Context: an optimization exercise on an open-source flow, tuned for small area, a short achievable clock period and few clock cycles per item. The choices shown serve that exercise and are no tape-out recipe. In this exercise RTL edits were held to simulation tests only and were not proved equivalent to the original. Power figures rest on the tool's default switching activity, not on a simulated workload.

== oak ==
Design go_board_top, start of the top module:
module go_board_top
#(
    parameter int BOARD_DIM = 9
)
(
    input  logic              clk_in,
    input  logic              rst_in,
    input  logic              move_strobe,
    input  logic [MOVE_W-1:0] move_in,
    output logic [2*BOARD_DIM*BOARD_DIM-1:0] board_out,
    output logic              turn,
    output logic              busy,
    output logic              move_done,
    output logic              move_rejected,
    output logic [CAPT_W-1:0] black_captures,
    output logic [CAPT_W-1:0] white_captures
);
Settings: LEC_CHECK=0, ABC_AREA=1, CAP_MARGIN=20, CORE_MARGIN=2, CORE_UTILIZATION=40, SETUP_SLACK_MARGIN=5, SLEW_MARGIN=20; clock period 11.0 ns.
run.sh (not shown) runs the stock make flow with config.mk's settings and CLKGATE_MAP_FILE= SYNTH_SCRIPT=/design/flow/synth_recipe.tcl, a recipe that flattens the netlist after the stock synthesis.
Testbench counts of oak, summed over its fixed seeds: cycles 6,496, moves 2,387.
diff inputs: oak => pine
--- a/flow/design.v
+++ b/flow/design.v
@@ -34,15 +34,14 @@
     logic              kill_blk_q;
     logic              kill_wht_q;
     logic              removing;
     logic [13:0]       count_q;
     logic              count_valid_q;
     logic              white_died_q;
     logic [CAPT_W-1:0] bcap_q;
-    logic [CAPT_W-1:0] base_q;
     logic [CAPT_W-1:0] wcap_q;
     assign occ_q = blk_q | wht_q;
     always_comb
     begin
         for (int i = 0; i < CELLS; i++)
             board_out[2*i +: 2] = {wht_q[i], blk_q[i]};
     end
@@ -127,31 +126,40 @@
         can_grow = g & ~a;
     endfunction
     logic [CELLS-1:0]    lh_q;
     logic [CELLS-1:0]    lv_q;
     logic [N-1:0]        row_hot;
     logic [N-1:0]        col_hot;
     logic [CELLS-1:0]    place;
+    logic [CELLS-1:0]    own_q;
     logic [CELLS-1:0]    blk1;
     logic [CELLS-1:0]    wht1;
     logic [CELLS-1:0]    occ1;
+    logic [N-1:0][N-1:0] empty_rc;
+    logic [N-1:0]        empty_row;
     logic                legal;
     always_comb
     begin
         for (int i = 0; i < N; i++)
         begin
             row_hot[i] = (move_in[COORD_W +: COORD_W] == COORD_W'(i));
             col_hot[i] = (move_in[COORD_W-1:0] == COORD_W'(i));
         end
         for (int r = 0; r < N; r++)
             for (int c = 0; c < N; c++)
             begin
-                place[r*N+c] = move_strobe & row_hot[r] & col_hot[c] & ~occ_q[r*N+c];
+                place[r*N+c]    = move_strobe & row_hot[r] & col_hot[c] & ~occ_q[r*N+c];
+                empty_rc[r][c]  = ~occ_q[r*N+c];
             end
-        legal = ~busy & (|place);
+        empty_row = '0;
+        if (move_in[COORD_W +: COORD_W] < COORD_W'(N))
+            empty_row = empty_rc[move_in[COORD_W +: COORD_W]];
+        legal = move_strobe & ~busy & (move_in[COORD_W-1:0] < COORD_W'(N)) &
+                empty_row[move_in[COORD_W-1:0]];
+        own_q = turn ? wht_q : blk_q;
         blk1  = blk_q | (place & {CELLS{~turn}});
         wht1  = wht_q | (place & {CELLS{turn}});
         occ1  = blk1 | wht1;
     end
     logic [CELLS-1:0]    mark_in;
     logic [CELLS-1:0]    mark_new;
     logic                settled;
@@ -338,22 +346,29 @@
         k[6] = 1'b0;
         csa_count = {k, s};
     endfunction
     always_comb
     begin
         dead = ~mark_q & ((blk_q & {CELLS{kill_blk_q}}) | (wht_q & {CELLS{kill_wht_q}}));
     end
-    logic [CAPT_W:0]   sum;
-    logic [CAPT_W-1:0] sum_sat;
+    logic [CAPT_W:0] bsum;
+    logic [CAPT_W:0] wsum;
     always_comb
     begin
-        sum     = {1'b0, base_q} + (CAPT_W+1)'(count_q[6:0]) + (CAPT_W+1)'(count_q[13:7]);
-        sum_sat = sum[CAPT_W] ? '1 : sum[CAPT_W-1:0];
-        black_captures = (count_valid_q & white_died_q)  ? sum_sat : bcap_q;
-        white_captures = (count_valid_q & ~white_died_q) ? sum_sat : wcap_q;
+        bsum = {1'b0, bcap_q} + (CAPT_W+1)'(count_q[6:0]) + (CAPT_W+1)'(count_q[13:7]);
+        wsum = {1'b0, wcap_q} + (CAPT_W+1)'(count_q[6:0]) + (CAPT_W+1)'(count_q[13:7]);
+        black_captures = bcap_q;
+        white_captures = wcap_q;
+        if (count_valid_q)
+        begin
+            if (white_died_q)
+                black_captures = bsum[CAPT_W] ? '1 : bsum[CAPT_W-1:0];
+            else
+                white_captures = wsum[CAPT_W] ? '1 : wsum[CAPT_W-1:0];
+        end
     end
     always_ff @(posedge clk_in)
     begin
         if (rst_in)
         begin
             blk_q         <= '0;
             wht_q         <= '0;
@@ -369,25 +384,29 @@
         else
         begin
             move_rejected <= move_strobe & ~legal;
             bcap_q        <= black_captures;
             wcap_q        <= white_captures;
             move_done     <= 1'b0;
             count_valid_q <= 1'b0;
-            blk_q <= (blk_q & ~({CELLS{removing}} & dead)) | (place & {CELLS{~busy & ~turn}});
-            wht_q <= (wht_q & ~({CELLS{removing}} & dead)) | (place & {CELLS{~busy & turn}});
             if (!busy)
-                busy <= legal;
+            begin
+                busy  <= legal;
+                blk_q <= blk1;
+                wht_q <= wht1;
+            end
             else if (removing)
             begin
                 busy          <= 1'b0;
                 removing      <= 1'b0;
                 move_done     <= 1'b1;
                 count_valid_q <= 1'b1;
                 turn          <= ~turn;
+                blk_q         <= blk_q & ~dead;
+                wht_q         <= wht_q & ~dead;
             end
             else if (settled)
             begin
                 if (any_dead)
                     removing <= 1'b1;
                 else
                 begin
@@ -402,10 +421,9 @@
     begin
         mark_q       <= mark_new;
         opp_dies_q   <= opp_dies;
         kill_blk_q   <= ~opp_dies | turn;
         kill_wht_q   <= ~opp_dies | ~turn;
         count_q      <= csa_count(dead);
         white_died_q <= turn ^ opp_dies_q;
-        base_q       <= (turn ^ opp_dies_q) ? bcap_q : wcap_q;
     end
 endmodule
--- outcome ---
pine: full flow OK, the timing, DRC and antenna checks passed
Side by side, data arrival at the endpoint of the critical path turned out higher in pine than in oak.
The met3 routing resource usage after global routing on pine is in line with that on oak.
Wire length was lower in oak than in pine.
pine consumes less power than oak does.
Global-route usage over all layers on pine is down relative to oak.
Against oak, pine reports a required time at the worst-slack endpoint that is higher.
For effective utilization at floorplan, pine and oak come out practically identical.
pine has post-synthesis adder-cell area fraction above what oak had.
Testbench counts of pine, summed over its fixed seeds: cycles 6,496, moves 2,387.

separate check: timing with driven ports:
The flow's constraints put no driver on any port. The routed layouts listed below were extracted and timed again, unchanged, in two steps.
Step 1 assumes that a clkbuf_16 drives the clock port and a buf_2 every other input.
Step 2 moves the port delays by t, midway between the first and last clock arrival at a register: inputs arrive t later, outputs are due t later. That takes back most of the time a late clock gives input paths.
Three values: ideal, step 1, step 2; two values: the first two.
| run | t (ns) | setup WS [ns] | hold WS [ns] | pins driven straight from the clock port |
|---|---|---|---|---|
| oak | 0.643 | 5.098 / 5.124 / 4.504 | 0.487 / 0.487 / 0.487 | 1 |
| pine | 0.642 | 4.931 / 4.972 / 4.330 | 0.417 / 0.417 / 0.417 | 1 |
After both steps setup and hold are still met in every run listed. The setup slack of pine, which loses most, moves by +0.041 ns with the drivers and by -0.601 ns with both steps.
